This design comes from an exercise in tuning for small area on the open sky130 flow, not from production work.
Function was checked by simulation only, so behaviour that the tests miss may differ from the original.
No activity file was given, so power comes from the tool's default toggle rates.

===== flow/design.v =====
module scanline_buf_ctrl #(
    parameter int unsigned REPEAT      = 2,
    parameter int unsigned LINE_LEN    = 256,
    parameter logic [5:0]  BLANK_COLOR = 6'h0F
) (
    input  logic       clk,
    input  logic       rst_n,
    input  logic       ppu_pix_valid,
    input  logic [7:0] ppu_pix_x,
    input  logic [5:0] ppu_pix_data,
    input  logic       ppu_line_done,
    input  logic       flush,
    input  logic [7:0] vga_addr,
    input  logic       vga_line_end,
    output logic [5:0] vga_pixel,
    output logic       disp_valid,
    output logic [7:0] underrun_cnt,
    output logic       overrun
);
    typedef enum logic [1:0] {
        EMPTY   = 2'd0,
        PENDING = 2'd1,
        SHOW    = 2'd2
    } state_t;
    localparam logic [1:0] REP_LAST = 2'(REPEAT - 1);
    state_t     state_q;
    logic       wr_bank_q;
    logic       disp_bank_q;
    logic       first_line_q;
    logic       disp_valid_q;
    logic       show_q;
    logic [1:0] rep_cnt_q;
    logic [5:0] mem_q [0:511];
    logic [5:0] rd_data_q;
    logic line_end;
    logic line_done;
    logic swap_pt;
    logic wr_en;
    assign line_end  = vga_line_end;
    assign line_done = ppu_line_done;
    assign swap_pt   = line_end &&
                       ((rep_cnt_q == REP_LAST) || (state_q == PENDING && first_line_q));
    assign wr_en     = ppu_pix_valid && (state_q != PENDING) &&
                       (32'(ppu_pix_x) < LINE_LEN);
    always_ff @(posedge clk or negedge rst_n) begin
        if (!rst_n) begin
            state_q      <= EMPTY;
            wr_bank_q    <= 1'b0;
            disp_bank_q  <= 1'b1;
            rep_cnt_q    <= 2'd0;
            first_line_q <= 1'b0;
            disp_valid_q <= 1'b0;
        end else if (flush) begin
            state_q      <= EMPTY;
            rep_cnt_q    <= 2'd0;
            first_line_q <= 1'b0;
            disp_valid_q <= 1'b0;
        end else begin
            case (state_q)
                EMPTY: begin
                    if (line_end) begin
                        rep_cnt_q <= (rep_cnt_q == REP_LAST) ? 2'd0 : rep_cnt_q + 2'd1;
                    end
                    if (line_done) begin
                        state_q      <= PENDING;
                        first_line_q <= 1'b1;
                    end
                end
                PENDING: begin
                    if (swap_pt) begin
                        disp_bank_q  <= wr_bank_q;
                        wr_bank_q    <= ~wr_bank_q;
                        rep_cnt_q    <= 2'd0;
                        disp_valid_q <= 1'b1;
                        first_line_q <= 1'b0;
                        state_q      <= SHOW;
                    end else if (line_end) begin
                        rep_cnt_q <= rep_cnt_q + 2'd1;
                    end
                end
                SHOW: begin
                    if (swap_pt) begin
                        rep_cnt_q <= 2'd0;
                        if (line_done) begin
                            disp_bank_q <= wr_bank_q;
                            wr_bank_q   <= ~wr_bank_q;
                        end
                    end else begin
                        if (line_end) begin
                            rep_cnt_q <= rep_cnt_q + 2'd1;
                        end
                        if (line_done) begin
                            state_q <= PENDING;
                        end
                    end
                end
                default: state_q <= EMPTY;
            endcase
        end
    end
    logic [7:0] underrun_cnt_q;
    logic       overrun_q;
    always_ff @(posedge clk or negedge rst_n) begin
        if (!rst_n) begin
            underrun_cnt_q <= 8'd0;
            overrun_q      <= 1'b0;
        end else if (!flush) begin
            if (state_q == SHOW && swap_pt && !line_done && underrun_cnt_q != 8'hFF) begin
                underrun_cnt_q <= underrun_cnt_q + 8'd1;
            end
            if (state_q == PENDING && line_done) begin
                overrun_q <= 1'b1;
            end
        end
    end
    assign underrun_cnt = underrun_cnt_q;
    assign overrun      = overrun_q;
    always_ff @(posedge clk) begin
        if (wr_en) begin
            mem_q[{wr_bank_q, ppu_pix_x}] <= ppu_pix_data;
        end
        rd_data_q <= mem_q[{disp_bank_q, vga_addr}];
    end
    always_ff @(posedge clk or negedge rst_n) begin
        if (!rst_n) begin
            show_q <= 1'b0;
        end else begin
            show_q <= disp_valid_q && !flush;
        end
    end
    assign vga_pixel  = show_q ? rd_data_q : BLANK_COLOR;
    assign disp_valid = disp_valid_q;
endmodule

===== flow/run.sh =====
#!/bin/bash
# synth_recipe.tcl (not shown) runs the flow's synth.tcl, then flattens the netlist and writes it again
# the make line also repeats each setting of config.mk as NAME=value (left out here)
make -C /OpenROAD-flow-scripts/flow DESIGN_CONFIG=/design/flow/config.mk WORK_HOME=/design/flow/orfs CLKGATE_MAP_FILE= SYNTH_SCRIPT=/design/flow/synth_recipe.tcl finish

===== flow/config.mk =====
export PLATFORM = sky130hd
export DESIGN_NAME = scanline_buf_ctrl
export DESIGN_NICKNAME = scanline_buf_ctrl
export VERILOG_FILES = /design/flow/design.v
export SDC_FILE = /design/flow/constraint.sdc
export NUM_CORES = 4
export LEC_CHECK = 0
export CAP_MARGIN = 20
export CORE_MARGIN = 2
export CORE_UTILIZATION = 40
export SLEW_MARGIN = 20

===== flow/constraint.sdc =====
create_clock -name core_clock -period 3.5 [get_ports {clk}]
set_input_delay 0.7000 -clock core_clock [delete_from_list [all_inputs] [get_ports {clk}]]
set_output_delay 0.7000 -clock core_clock [all_outputs]
set_load 0.01 [all_outputs]

==> impl_metrics.env, run 1 <==
export IMPL_tightest_slew_ns=0.910
export IMPL_grt_pass1_vias=66700
export IMPL_clockRootBuffer="clkbuf_16"
export IMPL_synth_flop_cell="edfxtp_1"
export IMPL_hold_violations=0
export IMPL_avgSynthCellArea_um2=19.6
export IMPL_min_from="ppu_pix_data[3]"
export IMPL_vias_per_cell=5.65
export IMPL_dp_cells=11200
export IMPL_path_cells="nor2b_1 > buf_12 > o31ai_1 > nor4_1 > buf_4 > nand4_1 > and4_1 > buf_4 > nor4_2"
export IMPL_synth_seq_cells=3096
export IMPL_crit_family="simple AND/OR/NAND/NOR gates"
export IMPL_drcViolationCount=0
export IMPL_top_layer_used="met5"
export IMPL_synth_top_family_by_area="multiplexers"
export IMPL_drv_cap=0
export IMPL_crit_slowest_cell="dfstp_2"
export IMPL_slew_viol_final=0
export IMPL_routabilityCongestion=0.900
export IMPL_grt_usage_pct=20.7
export IMPL_hold_path_class="in2reg"
export IMPL_port_buffers=43
export IMPL_placed_cell_area_mm2=0.136
export IMPL_numCtsBuffers=313
export IMPL_crit_path_end_kind="register"
export IMPL_r2r_slack_ns=0.37
export IMPL_cts_hold_buf=0
export IMPL_drt_iter0_drc=7528
export IMPL_fin_crit_ns=3.13
export IMPL_dr_pass1_iters=6
export IMPL_ios=44
export IMPL_slew_headroom_pct=39.2
export IMPL_setup_violations=0
export IMPL_synth_adder_area_share_pct=0.0611
export IMPL_synthMuxAreaShare_pct=14.1
export IMPL_cts_buffer_depth=4
export IMPL_fillCellCount=25100
export IMPL_leakage_nw=48.4
export IMPL_core_mm2=0.306
export IMPL_cts_resized=0
export IMPL_area_delta_synth_final_pct=18.7
export IMPL_antenna_found_initial=12
export IMPL_period_share_pct=89.3
export IMPL_clk_latency_ns=0.87
export IMPL_synth_cell_types=79
export IMPL_synthCells=6280
export IMPL_clock_sinks=3096
export IMPL_synth_xor_area_share_pct=0.0499
export IMPL_layout_commonest_cell="edfxtp_1"
export IMPL_gr_total_overflow=0
export IMPL_outcome="timing/DRC/antenna clean"
export IMPL_die_area_mm2=0.311
export IMPL_fin_ws_ns=0.373
export IMPL_synth_compound_area_share_pct=4.10
export IMPL_preCtsSetupSlack_ns=-0.375
export IMPL_layout_common_cells="edfxtp_1 (3072), buf_4 (1008), nor2_1 (552)"
export IMPL_drt_wl_total_um=327000
export IMPL_fmax_ghz=0.320
export IMPL_yosys_area_share_simple_pct=3.66
export IMPL_post_cts_buffers=0
export IMPL_skew_ns=0.0371
export IMPL_dr_wl_met3_um=25000
export IMPL_cts_tree="yes"
export IMPL_wl_met1_um=137000
export IMPL_peakVddDrop_v=0.000421
export IMPL_clk_pin_slew_worst_paths_ns=0.06
export IMPL_ctsHtreeMaxLevel=5
export IMPL_grt_pass1_wl_um=471000
export IMPL_synth_seq_area_share_pct=75.6
export IMPL_crit_buf_inv=3
export IMPL_critical_path_startpoint_type="register"
export IMPL_cp_arrival_ns=3.91
export IMPL_final_net_count=7405
export IMPL_hold_end="mem_q[246][3]$_DFFE_PP_"
export IMPL_start_util_pct=40.2
export IMPL_finish_instance_area_mm2=0.146
export IMPL_rr_worst_depth=9
export IMPL_die_w_um=558
export IMPL_finalPower_mw=78.4
export IMPL_syn_cell_area_mm2=0.123
export IMPL_dpl_hpwl_um=214000
export IMPL_cpPeakStageDelay_ns=0.71
export IMPL_cp_common_cell="buf_4"
export IMPL_ant_nets=0
export IMPL_vias=66200
export IMPL_rr_endpoint="rd_data_q[0]$_DFF_P_"
export IMPL_instances_no_fill=11700
export IMPL_power_density_mw_per_mm2=538
export IMPL_rsz0062_at_grt="no"
export IMPL_die_h_um=558
export IMPL_synth_edff_count=3072
export IMPL_yosysWarnings=1
export IMPL_drive_gt1_share_pct=27.4
export IMPL_rows=203
export IMPL_async_reset_ff_share_pct=0.581
export IMPL_cp_required_ns=4.29
export IMPL_critPathKind="reg2reg"
export IMPL_crit_fanout=9
export IMPL_grt_max_degree=121
export IMPL_wire_per_inst_um=27.9
export IMPL_reg2reg_from="disp_bank_q$_DFFE_PN1P_"
export IMPL_met2_length_um=157000
export IMPL_min_path_cells=1
-- state kept, by name, summed over array words and instances, names as in the netlist --
signal and count:
rd_data_q 6, show_q 1, wr_bank_q 1, rep_cnt_q 2, state_q 2, disp_valid_q 1
mem_q 3072, underrun_cnt_q 8, overrun_q 1, disp_bank_q 1, first_line_q 1
-- logic make-up (layout without fill, tap and decap cells) --
group                      Yosys count  count (layout)
DFF                               3096            3096
muxes                             1052            1052
and+or+nand+nor                    992             992
AOI/OAI and AO/OA                  708             708
buffers and inverters              419            1738
xor gates and xnor gates             7               7
adders and majority gates            6               6
other                                0               5
-- per-stage QoR --
step	setup TNS, ns	hold WS, ns	utilization, %
after global routing	0	0.278	47.7
after CTS	0	0.260	47.7
final	0	0.309	47.7
after global placement	-1.66	0.460	44.5
after floorplan	0	0.404	-
after detailed placement	-1.64	0.474	44.5
-- per-layer routing --
metal / global-route usage [%] / up-vias
met5: 0 / -
met4: 5.36 / 8
met3: 3.47 / 471
met2: 33.8 / 2770
met1: 29.0 / 34800
li1: - / 28200
-- how the worst max path moves through the flow --
stage	depth (start not counted)	endpoint	startpoint	slack, ns
after CTS	9	rd_data_q[0]$_DFF_P_	disp_bank_q$_DFFE_PN1P_	0.40
after floorplan	8	rd_data_q[2]$_DFF_P_	vga_addr[0]	0.66
after global placement	12	rd_data_q[0]$_DFF_P_	vga_addr[0]	-0.42
after global routing	9	rd_data_q[0]$_DFF_P_	disp_bank_q$_DFFE_PN1P_	0.36
after detailed placement	10	rd_data_q[5]$_DFF_P_	vga_addr[6]	-0.38
final	9	rd_data_q[0]$_DFF_P_	disp_bank_q$_DFFE_PN1P_	0.37
-- where the power goes --
group | leakage, nW | switching [mW] | internal [mW]
Clock | 4.77 | 13.8 | 18.8
Combinational | 15.7 | 3.08 | 1.78
Sequential | 27.9 | 0.135 | 40.9
-- cell type report --
type	count	area, um2	area share, %
repair buffers	1185	10700	7.36
flip-flops and latches	3096	92800	63.7
inverters	10	45.0	0.0309
clock inverters	148	1450	0.996
well taps	4100	5130	3.52
clock buffers	395	8400	5.76
multi-input cells	2765	27200	18.6
diodes	5	12.5	0.00858
-- synth_stat cells (8+ instances only) --
cell type | instances | area (um2)
a2111oi_0 | 14 | 123
a211o_1 | 22 | 193
a211oi_1 | 29 | 218
a21oi_1 | 117 | 586
a221oi_1 | 8 | 70.1
a22o_1 | 10 | 87.6
a22oi_1 | 26 | 195
and2_1 | 19 | 119
buf_1 | 33 | 124
buf_12 | 20 | 400
buf_2 | 69 | 345
buf_4 | 29 | 218
buf_6 | 53 | 597
buf_8 | 25 | 375
clkbuf_1 | 154 | 578
clkbuf_8 | 18 | 248
dfrtp_1 | 17 | 425
edfxtp_1 | 3072 | 92200
inv_1 | 10 | 37.5
mux2i_1 | 524 | 5250
mux4_1 | 57 | 1500
mux4_2 | 469 | 10600
nand2_1 | 120 | 450
nand2b_1 | 16 | 100
nand3_1 | 30 | 150
nand4_1 | 33 | 206
nor2_1 | 554 | 2080
nor2b_1 | 12 | 75.1
nor3_1 | 110 | 551
nor4_1 | 38 | 238
nor4_2 | 10 | 125
o211ai_1 | 10 | 75.1
o21a_1 | 15 | 113
o21ai_0 | 60 | 300
o221ai_1 | 182 | 1590
o22ai_1 | 153 | 957
o31ai_1 | 19 | 143
==> run 2: changes to the inputs <==
--- a/flow/design.v
+++ b/flow/design.v
@@ -25,5 +25,6 @@
     localparam logic [1:0] REP_LAST = 2'(REPEAT - 1);
+    localparam int unsigned NWORDS = 512;
+    localparam int unsigned NGRP   = (NWORDS + 2) / 3;
     state_t     state_q;
-    logic       wr_bank_q;
-    logic       disp_bank_q;
+    logic       wr_bank_q;       
     logic       first_line_q;
@@ -31,4 +32,4 @@
     logic       show_q;
+    logic       pol_q;
     logic [1:0] rep_cnt_q;
-    logic [5:0] mem_q [0:511];
     logic [5:0] rd_data_q;
@@ -48,3 +49,2 @@
             wr_bank_q    <= 1'b0;
-            disp_bank_q  <= 1'b1;
             rep_cnt_q    <= 2'd0;
@@ -70,3 +70,2 @@
                     if (swap_pt) begin
-                        disp_bank_q  <= wr_bank_q;
                         wr_bank_q    <= ~wr_bank_q;
@@ -84,4 +83,3 @@
                         if (line_done) begin
-                            disp_bank_q <= wr_bank_q;
-                            wr_bank_q   <= ~wr_bank_q;
+                            wr_bank_q <= ~wr_bank_q;
                         end
@@ -117,7 +115,57 @@
     assign overrun      = overrun_q;
+    always_ff @(posedge clk or negedge rst_n) begin
+        if (!rst_n) pol_q <= 1'b0;
+        else        pol_q <= ~pol_q;
+    end
+    logic [NWORDS-1:0] we, we_n, rsel;
+    logic [8:0]        waddr, raddr;
+    logic [5:0]        wdat;         
+    assign waddr = {wr_bank_q, ppu_pix_x};
+    assign raddr = {~wr_bank_q, vga_addr};
+    assign wdat  = ppu_pix_data ^ {6{pol_q}};
+    always_comb begin
+        for (int w = 0; w < NWORDS; w++) begin
+            we[w]   = wr_en && (waddr == 9'(w));
+            we_n[w] = ~we[w];
+            rsel[w] = (raddr == 9'(w));
+        end
+    end
+    logic [6*NWORDS-1:0] cell_q, cell_d;
+    for (genvar w = 0; w < NWORDS; w++) begin : g_word
+        for (genvar b = 0; b < 6; b++) begin : g_bit
+            scanline_buf_wcell u_cell (
+                .q   (cell_q[6*w+b]),
+                .we  (we[w]),
+                .we_n(we_n[w]),
+                .x   (wdat[b]),
+                .d   (cell_d[6*w+b])
+            );
+        end
+    end
     always_ff @(posedge clk) begin
-        if (wr_en) begin
-            mem_q[{wr_bank_q, ppu_pix_x}] <= ppu_pix_data;
-        end
-        rd_data_q <= mem_q[{disp_bank_q, vga_addr}];
+        cell_q <= cell_d;
+    end
+    logic [5:0] rd_pix;
+    for (genvar b = 0; b < 6; b++) begin : g_rbit
+        logic [NGRP-1:0] grp_n;
+        for (genvar g = 0; g < NGRP; g++) begin : g_grp
+            if (3*g+2 < NWORDS) begin : g_3
+                scanline_buf_rd3 u_rd (
+                    .s0(rsel[3*g]),   .d0(cell_q[6*(3*g)+b]),
+                    .s1(rsel[3*g+1]), .d1(cell_q[6*(3*g+1)+b]),
+                    .s2(rsel[3*g+2]), .d2(cell_q[6*(3*g+2)+b]),
+                    .y (grp_n[g])
+                );
+            end else begin : g_2
+                scanline_buf_rd2 u_rd (
+                    .s0(rsel[3*g]),   .d0(cell_q[6*(3*g)+b]),
+                    .s1(rsel[3*g+1]), .d1(cell_q[6*(3*g+1)+b]),
+                    .y (grp_n[g])
+                );
+            end
+        end
+        assign rd_pix[b] = ~(&grp_n);
+    end
+    always_ff @(posedge clk) begin
+        rd_data_q <= rd_pix ^ {6{pol_q}};
     end
@@ -133 +181,22 @@
 endmodule
+module scanline_buf_wcell (
+    input  logic q,
+    input  logic we,
+    input  logic we_n,
+    input  logic x,
+    output logic d
+);
+    assign d = ~((q | we) & (we_n | x));
+endmodule
+module scanline_buf_rd3 (
+    input  logic s0, d0, s1, d1, s2, d2,
+    output logic y
+);
+    assign y = ~((s0 & d0) | (s1 & d1) | (s2 & d2));
+endmodule
+module scanline_buf_rd2 (
+    input  logic s0, d0, s1, d1,
+    output logic y
+);
+    assign y = ~((s0 & d0) | (s1 & d1));
+endmodule
--- a/flow/config.mk
+++ b/flow/config.mk
@@ -9,3 +9,5 @@
 export CORE_MARGIN = 2
-export CORE_UTILIZATION = 40
+export CORE_UTILIZATION = 60
 export SLEW_MARGIN = 20
+export SYNTH_HIERARCHICAL = 1
+export SYNTH_MINIMUM_KEEP_SIZE = 0
==> run 2 against run 1 <==
Effect of this change: the layout now fails its checks (setup timing); clock power is 6% higher; sequential share of layout area is 14 points lower; combinational power is about 10% lower; wire length is 20% higher; worst hold slack worse by 0.062 ns; final area is 15% lower; first-iteration DRC count is 130% higher; sequential cell count stayed put; total power is 0.85% lower; non-clock buffer count is 315 lower; largest power group unchanged; maximum frequency is 17% lower; critical endpoint is now rd_data_q[2]$_DFF_P_; core utilization is 26 points higher.
==> impl_metrics.env, run 2 <==
export IMPL_fmax_ghz=0.266
export IMPL_avgSynthCellArea_um2=10.7
export IMPL_start_util_pct=60.5
export IMPL_yosys_area_top_type_share_pct=60.8
export IMPL_layout_commonest_cell="dfxtp_1"
export IMPL_hold_path_class="in2async"
export IMPL_setup_violations=6
export IMPL_fin_crit_ns=3.76
export IMPL_critPathKind="reg2reg"
export IMPL_drt_iter0_drc=17500
export IMPL_setup_tns_ns=-0.804
export IMPL_synthCells=9468
export IMPL_synth_largest_area_cell="dfxtp_1"
export IMPL_cp_startpoint="wr_bank_q$_DFFE_PN0P_"
export IMPL_cp_depth=13
export IMPL_synth_seq_cells=3096
export IMPL_port_buffers=43
export IMPL_fin_util_pct=74.1
export IMPL_crit_path_end_kind="register"
export IMPL_synth_seq_area_share_pct=61.2
export IMPL_gr_total_overflow=0
export IMPL_clk_latency_ns=0.96
export IMPL_die_area_mm2=0.172
export IMPL_wire_per_inst_um=30.2
export IMPL_vias=96500
export IMPL_antenna_found_initial=19
export IMPL_power_density_mw_per_mm2=626
export IMPL_layout_common_cells="dfxtp_1 (3078), o22ai_1 (3072), a222oi_1 (1020)"
export IMPL_critical_path_startpoint_type="register"
export IMPL_synth_common_cells="dfxtp_1 (3078), o22ai_1 (3072), a222oi_1 (1020)"
export IMPL_cpPeakStageDelay_ns=0.64
export IMPL_hold_violations=0
export IMPL_outcome="finished with violations"
export IMPL_drt_wl_total_um=391000
export IMPL_crit_end="rd_data_q[2]$_DFF_P_"
export IMPL_clock_sinks=3096
export IMPL_cts_hold_buf=0
export IMPL_die_w_um=415
export IMPL_period_share_pct=108
export IMPL_tightest_slew_ns=0.959
export IMPL_cp_required_ns=4.31
export IMPL_grt_pass1_vias=89700
export IMPL_r2r_slack_ns=-0.26
export IMPL_finalPower_mw=77.7
export IMPL_synth_area_leaders="dfxtp_1 (61%), o22ai_1 (19%), a222oi_1 (10%), nand2_1 (2.1%), nor2_1 (2.0%)"
export IMPL_ios=44
export IMPL_area_delta_synth_final_pct=22.4
export IMPL_rr_worst_depth=13
export IMPL_largest_reg_flops=3072
export IMPL_routabilityCongestion=1.02
export IMPL_grt_usage_pct=42.8
export IMPL_path_cells="buf_12 > and3_4 > nand2_1 > buf_12 > buf_4 > nor2_1 > a222oi_1 > nand4_1 > nor4_4 > buf_4 > nand4_1 > nor3_4 > xnor2_1"
export IMPL_synth_most_common_cell="dfxtp_1"
export IMPL_clk_pin_slew_worst_paths_ns=0.06
export IMPL_syn_cell_area_mm2=0.101
export IMPL_final_net_count=10500
export IMPL_vias_per_cell=7.47
export IMPL_slew_viol_final=0
export IMPL_slew_headroom_pct=36.1
export IMPL_so_violations="setup timing"
export IMPL_synth_flop_cell="dfxtp_1"
export IMPL_drcViolationCount=0
export IMPL_dpl_hpwl_um=256000
export IMPL_drv_cap=0
export IMPL_crit_family="simple AND/OR/NAND/NOR gates"
export IMPL_cts_tree="yes"
export IMPL_fin_ws_ns=-0.264
export IMPL_drive_gt1_share_pct=14.0
export IMPL_skew_ns=0.0316
export IMPL_reg2reg_from="wr_bank_q$_DFFE_PN0P_"
export IMPL_reg_top3="cell_q (3072), underrun_cnt_q (8), rd_data_q (6)"
export IMPL_ant_nets=0
export IMPL_crit_slowest_cell="nor4_4"
export IMPL_die_h_um=415
export IMPL_crit_buf_inv=4
export IMPL_ctsHtreeMaxLevel=5
export IMPL_grt_pass1_wl_um=570000
export IMPL_core_mm2=0.168
export IMPL_yosysWarnings=7
export IMPL_preCtsSetupSlack_ns=-1.56
export IMPL_synth_cell_types=38
export IMPL_peakVddDrop_v=0.000556
export IMPL_largest_register="cell_q"
export IMPL_cp_arrival_ns=4.57
export IMPL_numCtsBuffers=312
export IMPL_cts_buffer_depth=4
export IMPL_rows=150
export IMPL_rr_endpoint="rd_data_q[2]$_DFF_P_"
export IMPL_async_reset_ff_share_pct=0.581
export IMPL_synth_edff_count=0
export IMPL_clockRootBuffer="clkbuf_16"
export IMPL_rsz0062_at_grt="yes"
export IMPL_leakage_nw=49.1
export IMPL_grt_max_degree=96
export IMPL_dr_pass1_iters=17
export IMPL_crit_fanout=7
-- run 2: through the flow --
stage | instance area, um2 | std cells | hold slack, ns
after floorplan | 102000 | 9468 | 0.404
after CTS | 123000 | 12900 | 0.226
final | 124000 | 12900 | 0.246
after global placement | 112000 | 12300 | 0.408
after detailed placement | 112000 | 12300 | 0.418
after global routing | 124000 | 12900 | 0.288
-- run 2: Yosys stat by module (local to each module, per instance) --
module / area [um2] / flops+latches
scanline_buf_rd3: 10.0 / 0
scanline_buf_ctrl: 71900 / 3096
scanline_buf_rd2: 12.5 / 0
scanline_buf_wcell: 6.26 / 0
-- run 2: area by class of cell --
| class | instances | area [um2] |
|---|---|---|
| inverters | 519 | 1950 |
| clock buffers | 432 | 9040 |
| flip-flops and latches | 3096 | 62100 |
| well taps | 2204 | 2760 |
| diodes | 12 | 30.0 |
| fillers | 11600 | 43500 |
| repair buffers | 870 | 8950 |
| clock inverters | 109 | 1440 |
| multi-input cells | 5682 | 37900 |
-- run 2: timing repair --
action | CTS | global route
endpoints found under the hold margin | 0 | 0
buffers inserted | 14 | 23
gates resized for setup | 99 | 108
pin swaps | 48 | 96
cloned | 3 | 3
endpoints found under the setup margin | 6 | 6
-- run 2: routing by layer --
| layer | track usage (%) | share of wire (%) | vias up |
|---|---|---|---|
| met5 | 0 | 0.025 | - |
| met4 | 25.9 | 6.9 | 14 |
| met3 | 11.0 | 14 | 1578 |
| met2 | 62.6 | 42 | 7351 |
| met1 | 57.1 | 37 | 45900 |
| li1 | - | - | 41700 |
-- run 2: worst min path at each step --
| stage | end | cells after the start | slack, ns |
|---|---|---|---|
| 3_5_place_dp | pol_q$_DFF_PN0_ | 1 | 0.42 |
| 2_1_floorplan | disp_valid_q$_DFFE_PN0P_ | 0 | 0.40 |
| 4_1_cts | disp_valid_q$_DFFE_PN0P_ | 1 | 0.23 |
| 6_report | underrun_cnt_q[4]$_DFFE_PN0P_ | 1 | 0.25 |
| 3_3_place_gp | pol_q$_DFF_PN0_ | 1 | 0.41 |
| 5_1_grt | disp_valid_q$_DFFE_PN0P_ | 1 | 0.29 |
-- run 2: worst reg2reg max path: stages (launching register included) --
cell and delay, ns:
dfrtp_2 0.42, buf_12 0.15, and3_4 0.21, nand2_1 0.11, buf_12 0.16, buf_4 0.13, nor2_1 0.10, a222oi_1 0.41
nand4_1 0.31, nor4_4 0.64, buf_4 0.23, nand4_1 0.36, nor3_4 0.29, xnor2_1 0.11
-- run 2: power by group --
part,internal [mW],switching (mW)
logic,1.83,2.53
clock network,20.4,13.9
registers,37.5,1.49
total,59.8,18.0
-- run 2: cell families after synthesis --
family,synth area share (%)
AOI/OAI and AO/OA,29.2
DFF,61.2
and+or+nand+nor,6.71
buffers and inverters,2.61
xor gates and xnor gates,0.173
muxes,0.0617
adders and majority gates,0.0740
==> run 3: changes to the inputs <==
--- a/flow/design.v
+++ b/flow/design.v
@@ -26,3 +26,2 @@
     localparam int unsigned NWORDS = 512;
-    localparam int unsigned NGRP   = (NWORDS + 2) / 3;
     state_t     state_q;
@@ -119,7 +118,7 @@
     end
-    logic [NWORDS-1:0] we, we_n, rsel;
-    logic [8:0]        waddr, raddr;
+    logic [NWORDS-1:0] we, we_n;
+    logic [255:0]      rsel;
+    logic [8:0]        waddr;
     logic [5:0]        wdat;         
     assign waddr = {wr_bank_q, ppu_pix_x};
-    assign raddr = {~wr_bank_q, vga_addr};
     assign wdat  = ppu_pix_data ^ {6{pol_q}};
@@ -129,3 +128,5 @@
             we_n[w] = ~we[w];
-            rsel[w] = (raddr == 9'(w));
+        end
+        for (int a = 0; a < 256; a++) begin
+            rsel[a] = (vga_addr == 8'(a));
         end
@@ -149,23 +150,48 @@
     for (genvar b = 0; b < 6; b++) begin : g_rbit
-        logic [NGRP-1:0] grp_n;
-        for (genvar g = 0; g < NGRP; g++) begin : g_grp
-            if (3*g+2 < NWORDS) begin : g_3
+        logic [1:0] bank_n;
+        for (genvar k = 0; k < 2; k++) begin : g_bank
+            logic [85:0] l1_n;      
+            logic [21:0] l2;        
+            logic [10:0] l3_n;      
+            logic [2:0]  l4;        
+            for (genvar g = 0; g < 84; g++) begin : g_l1
                 scanline_buf_rd3 u_rd (
-                    .s0(rsel[3*g]),   .d0(cell_q[6*(3*g)+b]),
-                    .s1(rsel[3*g+1]), .d1(cell_q[6*(3*g+1)+b]),
-                    .s2(rsel[3*g+2]), .d2(cell_q[6*(3*g+2)+b]),
-                    .y (grp_n[g])
+                    .s0(rsel[3*g]),   .d0(cell_q[6*(256*k+3*g)+b]),
+                    .s1(rsel[3*g+1]), .d1(cell_q[6*(256*k+3*g+1)+b]),
+                    .s2(rsel[3*g+2]), .d2(cell_q[6*(256*k+3*g+2)+b]),
+                    .y (l1_n[g])
                 );
-            end else begin : g_2
+            end
+            for (genvar g = 0; g < 2; g++) begin : g_l1b
                 scanline_buf_rd2 u_rd (
-                    .s0(rsel[3*g]),   .d0(cell_q[6*(3*g)+b]),
-                    .s1(rsel[3*g+1]), .d1(cell_q[6*(3*g+1)+b]),
-                    .y (grp_n[g])
+                    .s0(rsel[252+2*g]),   .d0(cell_q[6*(256*k+252+2*g)+b]),
+                    .s1(rsel[252+2*g+1]), .d1(cell_q[6*(256*k+252+2*g+1)+b]),
+                    .y (l1_n[84+g])
                 );
             end
-        end
-        assign rd_pix[b] = ~(&grp_n);
+            for (genvar g = 0; g < 21; g++) begin : g_l2
+                scanline_buf_nand4 u_g (.a(l1_n[4*g]), .b(l1_n[4*g+1]), .c(l1_n[4*g+2]),
+                                        .d(l1_n[4*g+3]), .y(l2[g]));
+            end
+            scanline_buf_nand2 u_l2b (.a(l1_n[84]), .b(l1_n[85]), .y(l2[21]));
+            for (genvar g = 0; g < 11; g++) begin : g_l3
+                scanline_buf_nor2 u_g (.a(l2[2*g]), .b(l2[2*g+1]), .y(l3_n[g]));
+            end
+            for (genvar g = 0; g < 2; g++) begin : g_l4
+                scanline_buf_nand4 u_g (.a(l3_n[4*g]), .b(l3_n[4*g+1]), .c(l3_n[4*g+2]),
+                                        .d(l3_n[4*g+3]), .y(l4[g]));
+            end
+            scanline_buf_nand3 u_l4b (.a(l3_n[8]), .b(l3_n[9]), .c(l3_n[10]), .y(l4[2]));
+            scanline_buf_nor3 u_l5 (.a(l4[0]), .b(l4[1]), .c(l4[2]), .y(bank_n[k]));
+        end
+        scanline_buf_wcell u_bsel (
+            .q   (bank_n[1]),
+            .we  (wr_bank_q),
+            .we_n(~wr_bank_q),
+            .x   (bank_n[0]),
+            .d   (rd_pix[b])
+        );
     end
     always_ff @(posedge clk) begin
-        rd_data_q <= rd_pix ^ {6{pol_q}};
+        rd_data_q <= rd_pix;
     end
@@ -178,3 +204,3 @@
     end
-    assign vga_pixel  = show_q ? rd_data_q : BLANK_COLOR;
+    assign vga_pixel  = show_q ? (rd_data_q ^ {6{~pol_q}}) : BLANK_COLOR;
     assign disp_valid = disp_valid_q;
@@ -202 +228,16 @@
 endmodule
+module scanline_buf_nand4 (input logic a, b, c, d, output logic y);
+    assign y = ~(a & b & c & d);
+endmodule
+module scanline_buf_nand3 (input logic a, b, c, output logic y);
+    assign y = ~(a & b & c);
+endmodule
+module scanline_buf_nand2 (input logic a, b, output logic y);
+    assign y = ~(a & b);
+endmodule
+module scanline_buf_nor3 (input logic a, b, c, output logic y);
+    assign y = ~(a | b | c);
+endmodule
+module scanline_buf_nor2 (input logic a, b, output logic y);
+    assign y = ~(a | b);
+endmodule
--- a/flow/config.mk
+++ b/flow/config.mk
@@ -7,6 +7,6 @@
 export LEC_CHECK = 0
-export CAP_MARGIN = 20
+export CAP_MARGIN = 10
 export CORE_MARGIN = 2
-export CORE_UTILIZATION = 60
-export SLEW_MARGIN = 20
+export CORE_UTILIZATION = 50
+export SLEW_MARGIN = 10
 export SYNTH_HIERARCHICAL = 1
==> run 3 against run 2 <==
Effect of this change: still fails the layout checks on setup timing; via count grew 2.8%; worst hold slack improved by 0.0021 ns; synthesized cell count is 0.62% lower; sequential share of layout area shrank 0.29 points; cell count is 3.9% higher; worst setup slack improved by 0.22 ns; sequential cell count did not move; clock-buffer cell count rose by 34; clock skew grew 0.017 ns; area after synthesis barely moved; combinational power shrank 2%; critical endpoint unchanged; largest cell class unchanged.
==> impl_metrics.env, run 3 <==
export IMPL_outcome="finished with violations"
export IMPL_so_violations="setup timing"
export IMPL_gr_total_overflow=0
export IMPL_antenna_found_initial=16
export IMPL_clk_pin_slew_worst_paths_ns=0.06
export IMPL_drcViolationCount=0
export IMPL_vias=99300
export IMPL_vias_per_cell=7.39
export IMPL_synth_seq_area_share_pct=61.2
export IMPL_synth_top_family_by_area="compound AO/OA/AOI/OAI gates"
export IMPL_peakVddDrop_v=0.000577
export IMPL_synth_common_cells="dfxtp_1 (3078), o22ai_1 (3078), a222oi_1 (1008)"
export IMPL_fmax_ghz=0.282
export IMPL_largest_register="cell_q"
export IMPL_final_net_count=10500
export IMPL_synthCells=9409
export IMPL_hold_violations=0
export IMPL_fin_ws_ns=-0.0408
export IMPL_hold_path_class="in2async"
export IMPL_rr_endpoint="cell_q[2322]$_DFF_P_"
export IMPL_clk_latency_ns=0.94
export IMPL_reg2reg_from="state_q[0]$_DFFE_PN0P_"
export IMPL_numCtsBuffers=325
export IMPL_avgSynthCellArea_um2=10.8
export IMPL_preCtsSetupSlack_ns=-1.05
export IMPL_ios=44
export IMPL_clockRootBuffer="clkbuf_16"
export IMPL_grt_max_degree=98
export IMPL_synth_compound_area_share_pct=29.4
export IMPL_die_area_mm2=0.206
export IMPL_die_w_um=454
export IMPL_routabilityCongestion=1.01
export IMPL_tightest_slew_ns=1.22
export IMPL_synth_seq_cells=3096
export IMPL_skew_ns=0.0482
export IMPL_yosys_area_share_simple_pct=8.24
export IMPL_critPathKind="in2reg"
export IMPL_yosysWarnings=7
export IMPL_cts_buffer_depth=4
export IMPL_hold_slack_ns=0.248
export IMPL_async_reset_ff_share_pct=0.581
export IMPL_ctsHtreeMaxLevel=5
export IMPL_cts_hold_buf=0
export IMPL_cts_tree="yes"
export IMPL_clock_sinks=3096
export IMPL_cp_required_ns=4.30
export IMPL_reg_top3="cell_q (3072), underrun_cnt_q (8), rd_data_q (6)"
export IMPL_largest_reg_flops=3072
export IMPL_dr_pass1_iters=17
export IMPL_r2r_slack_ns=0.38
export IMPL_synthMuxAreaShare_pct=0.0309
export IMPL_synth_cell_types=43
export IMPL_grt_pass1_vias=92800
export IMPL_port_buffers=43
export IMPL_critical_path_startpoint_type="input pin"
export IMPL_layout_common_cells="o22ai_1 (3078), dfxtp_1 (3078), a222oi_1 (1008)"
export IMPL_drive_gt1_share_pct=14.6
export IMPL_grt_pass1_wl_um=634000
export IMPL_synth_flop_cell="dfxtp_1"
export IMPL_fin_crit_ns=3.54
export IMPL_wire_per_inst_um=32.9
export IMPL_path_cells="clkdlybuf4s50_1 > nor2b_1 > nand2_1 > buf_12 > nor2_1 > buf_4 > a222oi_1 > nand4_1 > nor2_1 > buf_4 > nand4_1 > buf_4 > nor3_2 > o22ai_1"
export IMPL_drv_cap=0
export IMPL_crit_slowest_cell="clkdlybuf4s50_1"
export IMPL_synth_area_leaders="dfxtp_1 (61%), o22ai_1 (19%), a222oi_1 (10%), nor2_1 (3.5%), nand2_1 (2.2%)"
export IMPL_cp_arrival_ns=4.34
export IMPL_synth_xor_area_share_pct=0.181
export IMPL_synth_largest_area_cell="dfxtp_1"
export IMPL_synth_adder_area_share_pct=0.0741
export IMPL_rr_worst_depth=8
export IMPL_ant_nets=0
export IMPL_cpPeakStageDelay_ns=0.58
export IMPL_start_util_pct=50.2
export IMPL_finish_instance_area_mm2=0.125
export IMPL_placed_cell_area_mm2=0.114
export IMPL_setup_tns_ns=-0.0718
export IMPL_crit_path_end_kind="register"
export IMPL_syn_cell_area_mm2=0.101
export IMPL_yosys_area_top_type_share_pct=60.8
export IMPL_period_share_pct=101
export IMPL_synth_edff_count=0
export IMPL_drt_iter0_drc=17600
export IMPL_dpl_hpwl_um=294000
export IMPL_crit_fanout=16
export IMPL_leakage_nw=44.6
export IMPL_core_mm2=0.202
export IMPL_power_density_mw_per_mm2=629
export IMPL_grt_usage_pct=41.0
export IMPL_rows=165
export IMPL_drt_wl_total_um=442000
export IMPL_cp_common_cell="buf_4"
export IMPL_rsz0062_at_grt="yes"
export IMPL_setup_violations=4
export IMPL_slew_headroom_pct=18.2
export IMPL_die_h_um=454
export IMPL_area_delta_synth_final_pct=23.2
export IMPL_slew_viol_final=0
## run 3: changes by cell type after synthesis, sizes merged, moves of 18 or more
cell	before	now
nor4	62	4
nor2	562	952
nand2	567	596
buf	49	78
inv	519	8
a22oi	7	25
nand3	22	42
## run 3: worst max path at each step
stage | startpoint | endpoint | slack, ns
2_1_floorplan | ppu_pix_data[5] | cell_q[911]$_DFF_P_ | -4.10
3_3_place_gp | vga_addr[2] | rd_data_q[2]$_DFF_P_ | -1.30
3_5_place_dp | vga_addr[2] | rd_data_q[2]$_DFF_P_ | -1.05
4_1_cts | vga_addr[2] | rd_data_q[2]$_DFF_P_ | 0.01
5_1_grt | vga_addr[5] | rd_data_q[2]$_DFF_P_ | -0.01
6_report | vga_addr[5] | rd_data_q[2]$_DFF_P_ | -0.04
## run 3: cells by family after synthesis
| group | count (synthesis) |
|---|---|
| compound gates | 4126 |
| flops | 3096 |
| simple gates | 1944 |
| buf+inv | 213 |
| xor+xnor | 21 |
| fa+ha+maj | 6 |
| mux | 3 |
## run 3: repair_timing
action,4_1_cts,5_1_grt
pin swaps,2,15
setup endpoints to repair,4,5
resized for setup,3,32
setup buffers,0,0
## run 3: per-layer routing
layer  vias up  global-route usage [%]  routed length (um)
li1      42200                       -                   -
met1     48100                    53.7              168000
met2      7401                    59.7              185000
met3      1617                    10.7               55000
met4         2                    26.9               33500
met5         -                       0                  13
## run 3: worst max-delay path, delay by kind of cell
family | cells | cell delay, ns
AOI/OAI and AO/OA | 2 | 0.58
buffers and inverters | 5 | 1.46
and+or+nand+nor | 7 | 1.54
## run 3: Yosys stat by module (local to each module, per instance)
module	copies in the design	cells inside	flip-flops and latches	cell area, um2
scanline_buf_ctrl	1	4855	3096	69300
scanline_buf_wcell	3078	1	0	6.26
scanline_buf_nand2	12	1	0	3.75
scanline_buf_rd2	24	1	0	12.5
scanline_buf_nand4	276	1	0	6.26
scanline_buf_nor2	132	1	0	3.75
scanline_buf_rd3	1008	1	0	10.0
scanline_buf_nor3	12	1	0	10.0
scanline_buf_nand3	12	1	0	5.00
## run 3: layout make-up
class                      count  area (um2)
fill                       16600       77100
sequential                  3096       62100
multi-input combinational   6100       38900
timing repair buffer         971        9680
clock buffer                 466        9560
tap                         2672        3340
clock inverter                97        1240
antenna                       19        47.5
inverter                       8        30.0
## run 3: report_power, final
group	switching [mW]	leakage (nW)	internal, mW
registers	1.52	28.3	37.5
logic	2.56	10.9	1.70
clock network	14.3	5.33	21.0
## run 3: metrics by stage
step | util, % | total power [mW] | cells
finish | 61.8 | 78.5 | 13400
global route | 61.8 | 80.3 | 13400
CTS | 61.8 | 78.4 | 13400
detailed placement | 56.4 | 43.8 | 12800
global placement | 56.4 | 43.7 | 12800
floorplan | - | 41.5 | 9409
==> run 4: changes to the inputs <==
==> flow/flow/run.sh (new file) <==
#!/bin/bash
# The standard layout (standard.sh), with one change: clock tree synthesis
# builds larger sink clusters and inserts no dummy loads, so the clock tree
# uses far fewer buffers. Each step's output goes to a log file here.
set -euo pipefail
export CTS_ARGS="-sink_clustering_enable -repair_clock_nets -dont_use_dummy_load -sink_clustering_size 25 -sink_clustering_max_diameter 60"
for step in synth floorplan place cts route finish; do
  bash standard.sh "$step" > "log_${step}.log" 2>&1
done
==> flow/standard.sh (new file) <==
#!/bin/bash
# synth_recipe.tcl (not shown) runs the flow's synth.tcl, then flattens the netlist and writes it again
# the make line also repeats each setting of config.mk as NAME=value (left out here)
make -C /OpenROAD-flow-scripts/flow DESIGN_CONFIG=/design/flow/config.mk WORK_HOME=/design/flow/orfs CLKGATE_MAP_FILE= SYNTH_SCRIPT=/design/flow/synth_recipe.tcl "${@:-finish}"
--- a/flow/config.mk
+++ b/flow/config.mk
@@ -10,2 +10,3 @@
 export CORE_UTILIZATION = 50
+export GPL_TIMING_DRIVEN = 0
 export SLEW_MARGIN = 10
removed: flow/run.sh
==> run 4 against run 3 <==
Effect of this change: still fails the layout checks on setup timing; worst setup slack worse by 0.15 ns; clock-buffer cell count down 288; clock skew up 0.012 ns; highest routed layer unchanged; sequential power about the same; sequential share of layout area up 3.2 points; final area down 6.0%; wire length up 2.7%; total power down 19%.
==> impl_metrics.env, run 4 <==
export IMPL_outcome="finished with violations"
export IMPL_so_violations="setup timing"
export IMPL_ant_nets=0
export IMPL_cts_buffer_depth=3
export IMPL_routabilityCongestion=0.977
export IMPL_grt_usage_pct=42.1
export IMPL_cp_arrival_ns=4.42
export IMPL_dpl_hpwl_um=328000
export IMPL_synth_flop_cell="dfxtp_1"
export IMPL_die_w_um=454
export IMPL_antenna_found_initial=37
export IMPL_rows=165
export IMPL_ios=44
export IMPL_cp_startpoint="vga_addr[3]"
export IMPL_critPathKind="in2reg"
export IMPL_drt_wl_total_um=453000
export IMPL_clk_latency_ns=0.89
export IMPL_rr_worst_depth=8
export IMPL_slew_viol_final=0
export IMPL_leakage_nw=40.0
export IMPL_cp_required_ns=4.23
export IMPL_rr_endpoint="cell_q[1634]$_DFF_P_"
export IMPL_fin_ws_ns=-0.191
export IMPL_synth_seq_area_share_pct=61.2
export IMPL_r2r_slack_ns=-0.17
export IMPL_reg2reg_from="state_q[0]$_DFFE_PN0P_"
export IMPL_setup_tns_ns=-14.18
export IMPL_vias_per_cell=7.70
export IMPL_period_share_pct=105
export IMPL_cts_tree="yes"
export IMPL_wire_per_inst_um=36.0
export IMPL_clk_pin_slew_worst_paths_ns=0.09
export IMPL_hold_path_class="in2async"
export IMPL_fmax_ghz=0.271
export IMPL_synth_cell_types=43
export IMPL_skew_ns=0.0603
export IMPL_grt_max_degree=30
export IMPL_crit_fanout=12
export IMPL_reg_top3="cell_q (3072), underrun_cnt_q (8), rd_data_q (6)"
export IMPL_setup_violations=230
export IMPL_drive_gt1_share_pct=10.3
export IMPL_grtUsageMet3_pct=13.5
export IMPL_numCtsBuffers=178
export IMPL_cts_hold_buf=0
export IMPL_synth_seq_cells=3096
export IMPL_p_sw_share_pct=24.3
export IMPL_power_frac_comb_pct=7.2
export IMPL_seqPwrFrac_pct=60.8
export IMPL_synth_common_cells="dfxtp_1 (3078), o22ai_1 (3078), a222oi_1 (1008)"
export IMPL_finalPower_mw=63.9
export IMPL_gr_total_overflow=0
export IMPL_critical_path_startpoint_type="input pin"
export IMPL_rsz0062_at_grt="yes"
export IMPL_area_delta_synth_final_pct=15.8
export IMPL_port_buffers=43
export IMPL_die_h_um=454
export IMPL_fin_util_pct=58.1
export IMPL_peakVddDrop_v=0.000638
export IMPL_synthCells=9409
export IMPL_grt_pass1_vias=88800
export IMPL_preCtsSetupSlack_ns=-2.03
export IMPL_pwr_share_clk_pct=32.0
export IMPL_instances_no_fill=12600
export IMPL_finish_instance_area_mm2=0.117
export IMPL_power_switching_mw=15.5
export IMPL_final_net_count=9927
export IMPL_hold_slack_ns=0.440
export IMPL_grt_busiest_layer="met2"
export IMPL_start_util_pct=50.2
export IMPL_placed_cell_area_mm2=0.111
export IMPL_tightest_slew_ns=1.39
export IMPL_synth_edff_count=0
export IMPL_dp_cells=12400
export IMPL_power_density_mw_per_mm2=545
export IMPL_vias=97100
export IMPL_synth_largest_area_cell="dfxtp_1"
export IMPL_drcViolationCount=0
export IMPL_clockRootBuffer="clkbuf_16"
export IMPL_synth_area_leaders="dfxtp_1 (61%), o22ai_1 (19%), a222oi_1 (10%), nor2_1 (3.5%), nand2_1 (2.2%)"
export IMPL_ctsHtreeMaxLevel=4
export IMPL_clock_sinks=3096
export IMPL_drt_iter0_drc=17500
export IMPL_drv_cap=0
export IMPL_dr_pass1_iters=12
export IMPL_syn_cell_area_mm2=0.101
export IMPL_grt_pass1_wl_um=638000
export IMPL_gr_usage_met2_pct=59.1
export IMPL_avgSynthCellArea_um2=10.8
export IMPL_async_reset_ff_share_pct=0.581
export IMPL_fin_crit_ns=3.69
export IMPL_core_mm2=0.202
export IMPL_yosys_area_top_type_share_pct=60.8
export IMPL_layout_common_cells="o22ai_1 (3078), dfxtp_1 (3078), a222oi_1 (1008)"
export IMPL_die_area_mm2=0.206
export IMPL_largest_reg_flops=3072
export IMPL_hold_violations=0
export IMPL_p_int_mw=48.4
export IMPL_largest_register="cell_q"
export IMPL_yosysWarnings=7
export IMPL_slew_headroom_pct=6.66
export IMPL_crit_path_end_kind="register"
export IMPL_use_met1_pct=54.3
==> run 4: cell counts after synthesis <==
No cell type changed its count.
==> run 4: area by class of cell <==
class,count,area (um2)
Clock buffer,178,4450
Inverter,8,30.0
Fill cell,16800,84500
Tap cell,2672,3340
Buffer,205,1140
Sequential cell,3096,62100
Timing Repair Buffer,304,6530
Antenna cell,36,90.1
Multi-Input combinational cell,6100,39700
==> run 4: critical path: stages <==
cell             delay [ns]
clkdlybuf4s15_2        0.38
nor2_2                 0.21
nand3_4                0.38
buf_4                  0.37
nor2_2                 0.19
a222oi_1               0.52
nand4_1                0.46
nor2_4                 0.33
nand4_1                0.47
nor3_2                 0.26
o22ai_1                0.11
==> run 4: how the worst max path moves through the flow <==
stage | cells past startpoint | slack [ns] | to
floorplan | 2 | -4.10 | cell_q[911]$_DFF_P_
global placement | 3 | -12.31 | cell_q[991]$_DFF_P_
detailed placement | 12 | -2.03 | rd_data_q[1]$_DFF_P_
CTS | 11 | -0.02 | rd_data_q[1]$_DFF_P_
global route | 8 | -0.08 | cell_q[1671]$_DFF_P_
finish | 11 | -0.19 | rd_data_q[5]$_DFF_P_
==> run 4: power by group through the flow <==
stage | combinational [mW] | sequential, mW | clock [mW]
2_1_floorplan | 2.37 | 39.2 | 0
3_5_place_dp | 4.35 | 39.6 | 0
3_3_place_gp | 3.74 | 39.6 | 0
6_report | 4.62 | 38.8 | 20.5
5_1_grt | 4.74 | 39.0 | 21.6
4_1_cts | 4.39 | 38.8 | 20.5
==> run 4: layer usage <==
metal | part of all wire [%] | routed length [um]
met1 | 37 | 169000
met2 | 41 | 184000
met3 | 14 | 61500
met4 | 8.5 | 38600
met5 | 0.041 | 186
==> run 4: modules after synthesis, one instance, submodules excluded <==
module / flops+latches / copies in the design / cells inside
scanline_buf_ctrl: 3096 / 1 / 4855
scanline_buf_nor2: 0 / 132 / 1
scanline_buf_nand2: 0 / 12 / 1
scanline_buf_nor3: 0 / 12 / 1
scanline_buf_nand4: 0 / 276 / 1
scanline_buf_rd2: 0 / 24 / 1
scanline_buf_rd3: 0 / 1008 / 1
scanline_buf_wcell: 0 / 3078 / 1
scanline_buf_nand3: 0 / 12 / 1
==> run 4: kinds of logic after synthesis <==
logic type,share of synthesized area (%)
simple gates,8.24
fa+ha+maj,0.0741
compound gates,29.4
flops,61.2
mux,0.0309
xor+xnor,0.181
buf+inv,0.872
==> run 4: timing repair <==
action / in CTS / in global routing
hold endpoints to repair: 0 / 0
gates resized for setup: 320 / 153
endpoints found under the setup margin: 37 / 429
buffers inserted: 4 / 6
pin swaps: 21 / 32
==> run 5: changes to the inputs <==
--- a/flow/design.v
+++ b/flow/design.v
@@ -118,16 +118,34 @@
     end
-    logic [NWORDS-1:0] we, we_n;
+    logic [NWORDS-1:0] we;
+    logic [63:0]       row_n;
+    logic [5:0]        col_x [0:7];
     logic [255:0]      rsel;
     logic [8:0]        waddr;
-    logic [5:0]        wdat;         
-    assign waddr = {wr_bank_q, ppu_pix_x};
-    assign wdat  = ppu_pix_data ^ {6{pol_q}};
-    always_comb begin
-        for (int w = 0; w < NWORDS; w++) begin
-            we[w]   = wr_en && (waddr == 9'(w));
-            we_n[w] = ~we[w];
-        end
-        for (int a = 0; a < 256; a++) begin
-            rsel[a] = (vga_addr == 8'(a));
-        end
+    logic [5:0]        wdat_n;       
+    logic [7:0]        wsel_hi;      
+    logic [7:0]        wsel_mid;     
+    logic [7:0]        wsel_col;     
+    logic [7:0]        wsel_col_n;
+    assign waddr  = {wr_bank_q, ppu_pix_x};
+    assign wdat_n = ~(ppu_pix_data ^ {6{pol_q}});
+    scanline_buf_dec3 u_wdec_hi  (.en(wr_en), .a(waddr[8:6]), .y(wsel_hi));
+    scanline_buf_dec3 u_wdec_mid (.en(1'b1),  .a(waddr[5:3]), .y(wsel_mid));
+    scanline_buf_dec3 u_wdec_col (.en(1'b1),  .a(waddr[2:0]), .y(wsel_col));
+    assign wsel_col_n = ~wsel_col;
+    for (genvar r = 0; r < 64; r++) begin : g_wrow
+        scanline_buf_nand2 u_row (.a(wsel_hi[r/8]), .b(wsel_mid[r%8]), .y(row_n[r]));
+    end
+    for (genvar c = 0; c < 8; c++) begin : g_wcol
+        for (genvar b = 0; b < 6; b++) begin : g_bit
+            scanline_buf_nand2 u_colx (.a(wdat_n[b]), .b(wsel_col[c]), .y(col_x[c][b]));
+        end
+    end
+    for (genvar w = 0; w < NWORDS; w++) begin : g_we
+        scanline_buf_nor2 u_we (.a(row_n[w/8]), .b(wsel_col_n[w%8]), .y(we[w]));
+    end
+    logic [15:0] rlo_n, rhi_n;
+    scanline_buf_dec4 u_rdec_lo (.a(vga_addr[3:0]), .y_n(rlo_n));
+    scanline_buf_dec4 u_rdec_hi (.a(vga_addr[7:4]), .y_n(rhi_n));
+    for (genvar a = 0; a < 256; a++) begin : g_rsel
+        scanline_buf_nor2 u_rsel (.a(rlo_n[a%16]), .b(rhi_n[a/16]), .y(rsel[a]));
     end
@@ -139,4 +157,4 @@
                 .we  (we[w]),
-                .we_n(we_n[w]),
-                .x   (wdat[b]),
+                .we_n(row_n[w/8]),
+                .x   (col_x[w%8][b]),
                 .d   (cell_d[6*w+b])
@@ -243 +261,28 @@
 endmodule
+module scanline_buf_dec4 (
+    input  logic [3:0]  a,
+    output logic [15:0] y_n
+);
+    logic [3:0] a_n;
+    assign a_n = ~a;
+    for (genvar i = 0; i < 16; i++) begin : g_out
+        scanline_buf_nand4 u_g (
+            .a(i[0] ? a[0] : a_n[0]),
+            .b(i[1] ? a[1] : a_n[1]),
+            .c(i[2] ? a[2] : a_n[2]),
+            .d(i[3] ? a[3] : a_n[3]),
+            .y(y_n[i])
+        );
+    end
+endmodule
+module scanline_buf_dec3 (
+    input  logic       en,
+    input  logic [2:0] a,
+    output logic [7:0] y
+);
+    always_comb begin
+        for (int i = 0; i < 8; i++) begin
+            y[i] = en && (a == 3'(i));
+        end
+    end
+endmodule
==> flow/flow/run.sh (replaced) <==
#!/bin/bash
# The standard layout (standard.sh), with two changes:
# - the port buffers are buf_2 cells rather than the flow's default delay
#   cells, which the resizer cannot later swap for a faster buffer;
# - clock tree synthesis builds larger sink clusters and inserts no dummy
#   loads, so the clock tree uses far fewer buffers.
# Each step's output goes to a log file here.
set -euo pipefail
export BUFFER_PORTS_ARGS="-buffer_cell sky130_fd_sc_hd__buf_2"
export CTS_ARGS="-sink_clustering_enable -repair_clock_nets -dont_use_dummy_load -sink_clustering_size 25 -sink_clustering_max_diameter 60"
for step in synth floorplan place cts route finish; do
  bash standard.sh "$step" > "log_${step}.log" 2>&1
done
--- a/flow/config.mk
+++ b/flow/config.mk
@@ -9,4 +9,4 @@
 export CORE_MARGIN = 2
-export CORE_UTILIZATION = 50
-export GPL_TIMING_DRIVEN = 0
+export CORE_UTILIZATION = 45
+export SETUP_SLACK_MARGIN = 0.1
 export SLEW_MARGIN = 10
==> run 5 against run 4 <==
Effect of this change: the layout still fails its checks (setup timing); core utilization fell by 5.4 points; clock-buffer cell count increased by 3; final area down 2.2%; via count about the same; die area rose by 8.2%; clock power about the same; critical path depth grew 1; sequential cell count unchanged; worst hold slack got worse by 0.30 ns; global-route usage down 2.0 points; non-clock buffer count grew 270; wire length rose by 3.4%; largest power group unchanged.
==> impl_metrics.env, run 5 <==
export IMPL_largest_register="cell_q"
export IMPL_synth_area_leaders="dfxtp_1 (62%), o22ai_1 (20%), a222oi_1 (10%), nor2_1 (3.4%), nand4_1 (2.0%)"
export IMPL_die_area_mm2=0.223
export IMPL_crit_fanout=12
export IMPL_rsz0062_at_grt="no"
export IMPL_hold_violations=0
export IMPL_start_util_pct=45.4
export IMPL_crit_path_end_kind="register"
export IMPL_ant_nets=0
export IMPL_peakVddDrop_v=0.000587
export IMPL_synth_edff_count=0
export IMPL_clk_latency_ns=0.87
export IMPL_yosysWarnings=9
export IMPL_drive_gt1_share_pct=11.8
export IMPL_outcome="finished with violations"
export IMPL_synthCells=8700
export IMPL_avgSynthCellArea_um2=11.3
export IMPL_hold_slack_ns=0.138
export IMPL_synth_largest_area_cell="dfxtp_1"
export IMPL_synth_seq_cells=3096
export IMPL_synth_cell_types=47
export IMPL_drt_iter0_drc=18900
export IMPL_gr_total_overflow=0
export IMPL_synth_common_cells="dfxtp_1 (3078), o22ai_1 (3078), a222oi_1 (1008)"
export IMPL_slew_headroom_pct=7.58
export IMPL_hold_path_class="in2reg"
export IMPL_grt_max_degree=65
export IMPL_vias_per_cell=7.74
export IMPL_grt_pass1_vias=89300
export IMPL_clockRootBuffer="clkbuf_16"
export IMPL_wire_per_inst_um=37.4
export IMPL_final_net_count=9706
export IMPL_yosys_area_top_type_share_pct=62.4
export IMPL_p_sw_share_pct=22.8
export IMPL_leakage_nw=40.6
export IMPL_drcViolationCount=0
export IMPL_cp_arrival_ns=4.31
export IMPL_finalPower_mw=59.2
export IMPL_async_reset_ff_share_pct=0.581
export IMPL_core_mm2=0.218
export IMPL_drv_cap=0
export IMPL_tightest_slew_ns=1.38
export IMPL_clk_pin_slew_worst_paths_ns=0.10
export IMPL_port_buffers=43
export IMPL_die_w_um=472
export IMPL_r2r_slack_ns=0.31
export IMPL_fmax_ghz=0.280
export IMPL_skew_ns=0.0617
export IMPL_cts_tree="yes"
export IMPL_synth_seq_area_share_pct=62.9
export IMPL_setup_violations=1
export IMPL_vias=97000
export IMPL_numCtsBuffers=181
export IMPL_drt_wl_total_um=469000
export IMPL_largest_reg_flops=3072
export IMPL_placed_cell_area_mm2=0.110
export IMPL_pwr_share_clk_pct=35.1
export IMPL_cp_required_ns=4.24
export IMPL_dpl_hpwl_um=282000
export IMPL_fin_crit_ns=3.57
export IMPL_finish_instance_area_mm2=0.115
export IMPL_p_int_mw=45.7
export IMPL_so_violations="setup timing"
export IMPL_antenna_found_initial=21
export IMPL_grt_pass1_wl_um=655000
export IMPL_dr_pass1_iters=14
export IMPL_routabilityCongestion=0.979
export IMPL_critPathKind="in2reg"
export IMPL_power_switching_mw=13.5
export IMPL_setup_tns_ns=-0.0691
export IMPL_ctsHtreeMaxLevel=4
export IMPL_area_delta_synth_final_pct=16.2
export IMPL_ios=44
export IMPL_synth_flop_cell="dfxtp_1"
export IMPL_power_frac_comb_pct=3.6
export IMPL_fillCellCount=19100
export IMPL_grt_usage_pct=40.1
export IMPL_clock_sinks=3096
export IMPL_period_share_pct=102
export IMPL_syn_cell_area_mm2=0.0987
export IMPL_cts_buffer_depth=3
export IMPL_fin_ws_ns=-0.0691
export IMPL_seqPwrFrac_pct=61.3
export IMPL_die_h_um=472
export IMPL_reg_top3="cell_q (3072), underrun_cnt_q (8), rd_data_q (6)"
export IMPL_power_density_mw_per_mm2=516
export IMPL_slew_viol_final=0
export IMPL_preCtsSetupSlack_ns=-0.637
export IMPL_critical_path_startpoint_type="input pin"
export IMPL_rows=171
export IMPL_layout_common_cells="o22ai_1 (3078), dfxtp_1 (3078), a222oi_1 (1008)"
==> run 5: cell count changes in the layout (fill, tap and decap cells not counted), moves of 31 or more <==
cell,previous run,this run
nor2_2,240,6
buf_2,75,43
clkbuf_2,87,0
buf_4,20,610
nand2_4,11,48
clkdlybuf4s50_1,35,0
nand2_2,9,46
nand4_1,281,312
nand2_1,574,39
nor2_4,38,1
buf_16,133,0
nor2_1,674,898
==> run 5: worst paths after layout <==
kind	from	endpoint	depth (start not counted)
max	vga_addr[1]	rd_data_q[1]$_DFF_P_	12
min	flush	state_q[0]$_DFFE_PN0P_	2
max reg2reg	state_q[0]$_DFFE_PN0P_	cell_q[1583]$_DFF_P_	8
min reg2reg	cell_q[2705]$_DFF_P_	cell_q[2705]$_DFF_P_	1
max in group asynchronous	rst_n	pol_q$_DFF_PN0_	2
min in group asynchronous	rst_n	underrun_cnt_q[5]$_DFFE_PN0P_	2
==> run 5: layout make-up <==
cell class | instances | area, um2 | share of cell area [%]
Inverter | 24 | 115 | 0.100
Antenna cell | 17 | 42.5 | 0.0371
Tap cell | 2854 | 3570 | 3.11
Clock buffer | 181 | 4530 | 3.95
Sequential cell | 3096 | 62100 | 54.1
Timing Repair Buffer | 779 | 7300 | 6.36
Multi-Input combinational cell | 5590 | 37100 | 32.4
==> run 5: stage by stage <==
stage                     utilization, %  std cells
after global placement              50.6      12300
after global routing                52.7      12500
final                               52.7      12500
after floorplan                        -       8715
after CTS                           52.7      12500
after detailed placement            50.6      12300
==> run 5: cell families after synthesis <==
kind of cell	count (synthesis)	synth area share, %
DFF	3096	62.9
adders and majority gates	6	0.0760
buffers and inverters	29	0.123
xor gates and xnor gates	19	0.169
and+or+nand+nor	1417	6.54
other	1	0.00380
muxes	6	0.0646
AOI/OAI and AO/OA	4126	30.2
==> run 5: power by group through the flow <==
stage               sequential (mW)  combinational [mW]  clock (mW)
global placement               37.1                1.98           0
detailed placement             37.1                2.04           0
CTS                            36.3                2.04        20.7
finish                         36.3                2.14        20.8
floorplan                      37.0               0.960           0
global route                   36.4                2.16        22.0
==> run 5: what timing repair did <==
action	4_1_cts	5_1_grt
hold endpoints to repair	18	0
setup buffers	0	0
resized for setup	1	0
hold buffers	1	0
endpoints found under the setup margin	2	0
==> run 5: critical path, stage by stage <==
cell	delay, ns
buf_2	0.19
inv_1	0.17
nand4_1	0.18
buf_12	0.28
nor2_1	0.24
buf_4	0.21
a222oi_1	0.58
nand4_1	0.28
nor2_1	0.54
nand4_1	0.50
nor3_2	0.30
o22ai_1	0.09
==> run 5: per-module statistics from Yosys (local to each module, per instance), a selection <==
module | cells | copies in the design | flip-flops and latches | cell area, um2
scanline_buf_ctrl | 3202 | 1 | 3096 | 62800
scanline_buf_nand3 | 1 | 12 | 0 | 5.00
scanline_buf_dec4 | 4 | 2 | 0 | 15.0
scanline_buf_nor3 | 1 | 12 | 0 | 10.0
scanline_buf_nor2 | 1 | 900 | 0 | 3.75
scanline_buf_rd3 | 1 | 1008 | 0 | 10.0
scanline_buf_wcell | 1 | 3078 | 0 | 6.26
==> run 5: metal layers <==
| metal | global-route usage (%) | wire (um) | vias to the layer above |
|---|---|---|---|
| met2 | 57.4 | 191000 | 7962 |
| met4 | 29.2 | 42100 | 18 |
| met3 | 10.5 | 64100 | 2166 |
| met1 | 52.0 | 171000 | 47300 |
| met5 | 0 | 123 | - |
| li1 | - | - | 39600 |
==> run 6: changes to the inputs <==
--- a/flow/config.mk
+++ b/flow/config.mk
@@ -10,3 +10,3 @@
 export CORE_UTILIZATION = 45
-export SETUP_SLACK_MARGIN = 0.1
+export SETUP_SLACK_MARGIN = 0.25
 export SLEW_MARGIN = 10
==> run 6 against run 5 <==
Effect of this change: the run now finishes clean; die area is the same; first-iteration DRC count grew 2.3%; total power is essentially flat; clock skew grew 0.0026 ns; wire length is essentially flat; non-clock buffer count is the same; critical path depth grew 2; worst hold slack lost 0.0029 ns; clock power is essentially flat; core utilization is essentially flat; synthesized cell count is the same; worst setup slack gained 0.17 ns; largest cell class unchanged.
==> impl_metrics.env, run 6 <==
export IMPL_outcome="timing/DRC/antenna clean"
export IMPL_rows=171
export IMPL_synth_seq_area_share_pct=62.9
export IMPL_layout_common_cells="o22ai_1 (3078), dfxtp_1 (3078), a222oi_1 (1008)"
export IMPL_power_density_mw_per_mm2=516
export IMPL_clk_pin_slew_worst_paths_ns=0.10
export IMPL_synth_largest_area_cell="dfxtp_1"
export IMPL_p_int_mw=45.7
export IMPL_vias=96800
export IMPL_antenna_found_initial=21
export IMPL_fmax_ghz=0.294
export IMPL_period_share_pct=97.2
export IMPL_pwr_share_clk_pct=35.1
export IMPL_drive_gt1_share_pct=11.8
export IMPL_cpPeakStageDelay_ns=0.44
export IMPL_critPathKind="in2reg"
export IMPL_clock_sinks=3096
export IMPL_synth_flop_cell="dfxtp_1"
export IMPL_wire_per_inst_um=37.4
export IMPL_synth_cell_types=47
export IMPL_grtUsageMet3_pct=10.5
export IMPL_drv_cap=0
export IMPL_slew_headroom_pct=11.5
export IMPL_crit_fanout=9
export IMPL_use_met1_pct=52.0
export IMPL_peakVddDrop_v=0.000590
export IMPL_reg_top3="cell_q (3072), underrun_cnt_q (8), rd_data_q (6)"
export IMPL_cp_required_ns=4.25
export IMPL_synth_common_cells="dfxtp_1 (3078), o22ai_1 (3078), a222oi_1 (1008)"
export IMPL_routabilityCongestion=0.979
export IMPL_async_reset_ff_share_pct=0.581
export IMPL_hold_violations=0
export IMPL_synthCells=8700
export IMPL_dr_pass1_iters=17
export IMPL_ctsHtreeMaxLevel=4
export IMPL_leakage_nw=40.6
export IMPL_avgSynthCellArea_um2=11.3
export IMPL_power_frac_comb_pct=3.6
export IMPL_critical_path_startpoint_type="input pin"
export IMPL_die_h_um=472
export IMPL_gr_total_overflow=0
export IMPL_largest_reg_flops=3072
export IMPL_tightest_slew_ns=1.32
export IMPL_cts_buffer_depth=3
export IMPL_area_delta_synth_final_pct=16.3
export IMPL_synth_seq_cells=3096
export IMPL_reg2reg_from="state_q[0]$_DFFE_PN0P_"
export IMPL_core_mm2=0.218
export IMPL_clk_latency_ns=0.87
export IMPL_crit_slowest_cell="nand4_1"
export IMPL_die_area_mm2=0.223
export IMPL_die_w_um=472
export IMPL_drt_wl_total_um=469000
export IMPL_p_sw_share_pct=22.9
export IMPL_hold_slack_ns=0.135
export IMPL_cp_startpoint="vga_addr[1]"
export IMPL_yosys_area_top_type_share_pct=62.4
export IMPL_skew_ns=0.0643
export IMPL_yosysWarnings=9
export IMPL_grt_busiest_layer="met2"
export IMPL_ff_latch_area_mm2=0.0621
export IMPL_syn_cell_area_mm2=0.0987
export IMPL_synth_edff_count=0
export IMPL_setup_tns_ns=0
export IMPL_grt_pass1_vias=89300
export IMPL_largest_register="cell_q"
export IMPL_cp_arrival_ns=4.15
export IMPL_final_net_count=9706
export IMPL_power_switching_mw=13.6
export IMPL_seqPwrFrac_pct=61.3
export IMPL_drt_iter0_drc=19300
[run 6: cells by family after synthesis]
kind of cell    count (synthesis)  share of synthesized area (%)
compound gates               4126                           30.2
fa+ha+maj                       6                         0.0760
flops                        3096                           62.9
buf+inv                        29                          0.123
simple gates                 1417                           6.54
xor+xnor                       19                          0.169
mux                             6                         0.0646
other cells                     1                        0.00380
[run 6: path summary, 6_finish.rpt]
path	end	cells past startpoint	slack, ns
worst max-delay path	rd_data_q[1]$_DFF_P_	14	0.1
worst min-delay path	state_q[0]$_DFFE_PN0P_	2	0.13
worst max register to register	cell_q[1583]$_DFF_P_	8	0.32
worst min register to register	cell_q[2705]$_DFF_P_	1	0.44
max in group asynchronous	pol_q$_DFF_PN0_	2	2.68
min in group asynchronous	underrun_cnt_q[5]$_DFFE_PN0P_	2	0.38
[run 6: stage by stage]
stage | instances | setup slack [ns] | instance area (um2) | utilization [%]
after global placement | 12300 | -0.714 | 110000 | 50.6
after global routing | 12500 | 0.256 | 115000 | 52.7
after floorplan | 8715 | 0.370 | 98800 | -
after CTS | 12500 | 0.281 | 115000 | 52.7
final | 12500 | 0.0973 | 115000 | 52.8
after detailed placement | 12300 | -0.637 | 110000 | 50.6
[run 6: Yosys stat by module, one instance, submodules excluded, a selection]
module	cells	times used	cell area [um2]
scanline_buf_ctrl	3202	1	62800
scanline_buf_dec3	8	3	96.3
scanline_buf_dec4	4	2	15.0
scanline_buf_rd2	1	24	12.5
scanline_buf_nor3	1	12	10.0
scanline_buf_rd3	1	1008	10.0
scanline_buf_wcell	1	3078	6.26
scanline_buf_nand2	1	124	3.75
scanline_buf_nor2	1	900	3.75
[run 6: power groups by stage]
stage / sequential [mW] / clock [mW] / combinational (mW)
floorplan: 37.0 / 0 / 0.960
global route: 36.4 / 22.0 / 2.16
global placement: 37.1 / 0 / 1.98
CTS: 36.3 / 20.7 / 2.04
detailed placement: 37.1 / 0 / 2.04
finish: 36.3 / 20.8 / 2.14
[run 6: timing repair]
item | in CTS | in global routing
endpoints found under the hold margin | 18 | 0
hold buffers | 1 | 0
gates resized for setup | 1 | 9
endpoints found under the setup margin | 6 | 4
pin swaps | 0 | 6
[run 6: layout make-up]
type	count	share of cell area, %
Inverter	24	0.100
Tap cell	2854	3.11
Clock buffer	181	3.95
Multi-Input combinational cell	5590	32.4
Timing Repair Buffer	779	6.36
Sequential cell	3096	54.1
Antenna cell	14	0.0305
[run 6: per-layer routing]
layer / wire length [um] / vias to the layer above / share of wire [%]
met1: 171000 / 47000 / 37
met2: 191000 / 8014 / 41
met5: 91 / - / 0.019
met4: 42600 / 16 / 9.1
met3: 63700 / 2184 / 14
li1: - / 39600 / -
[run 6: worst max-delay path: cells and delay by family]
family                 cells  cell delay [ns]
buffers and inverters      6             1.32
AO/OA/AOI/OAI              2             0.53
AND/OR/NAND/NOR            6             1.57

[re-timing with driven ports]
The flow's constraints put no driver on any port. The routed layouts listed below were extracted and timed again, unchanged, in two steps.
Step 1 assumes that a clkbuf_16 drives the clock port and a buf_2 every other input.
Step 2 times the ports against the registers' clock, not the clock port: input delays grow and output delays shrink by t, the midpoint of the rising clock arrivals with the driver on.
a / b / c = no drivers / after step 1 / after step 2; a / b = the first two.
run | t (ns) | setup slack, ns
run 1 | 0.940 | 0.373 / 0.373 / -0.538
run 2 | 1.038 | -0.264 / -0.264 / -1.164
run 3 | 1.019 | -0.041 / -0.103 / -0.999
run 4 | 0.959 | -0.191 / -0.174 / -1.100
run 5 | 0.952 | -0.069 / 0.001 / -0.951
run 6 | 0.955 | 0.097 / 0.145 / -0.809
Met with ideal ports but missed after step 2: setup timing in run 1 and run 6.
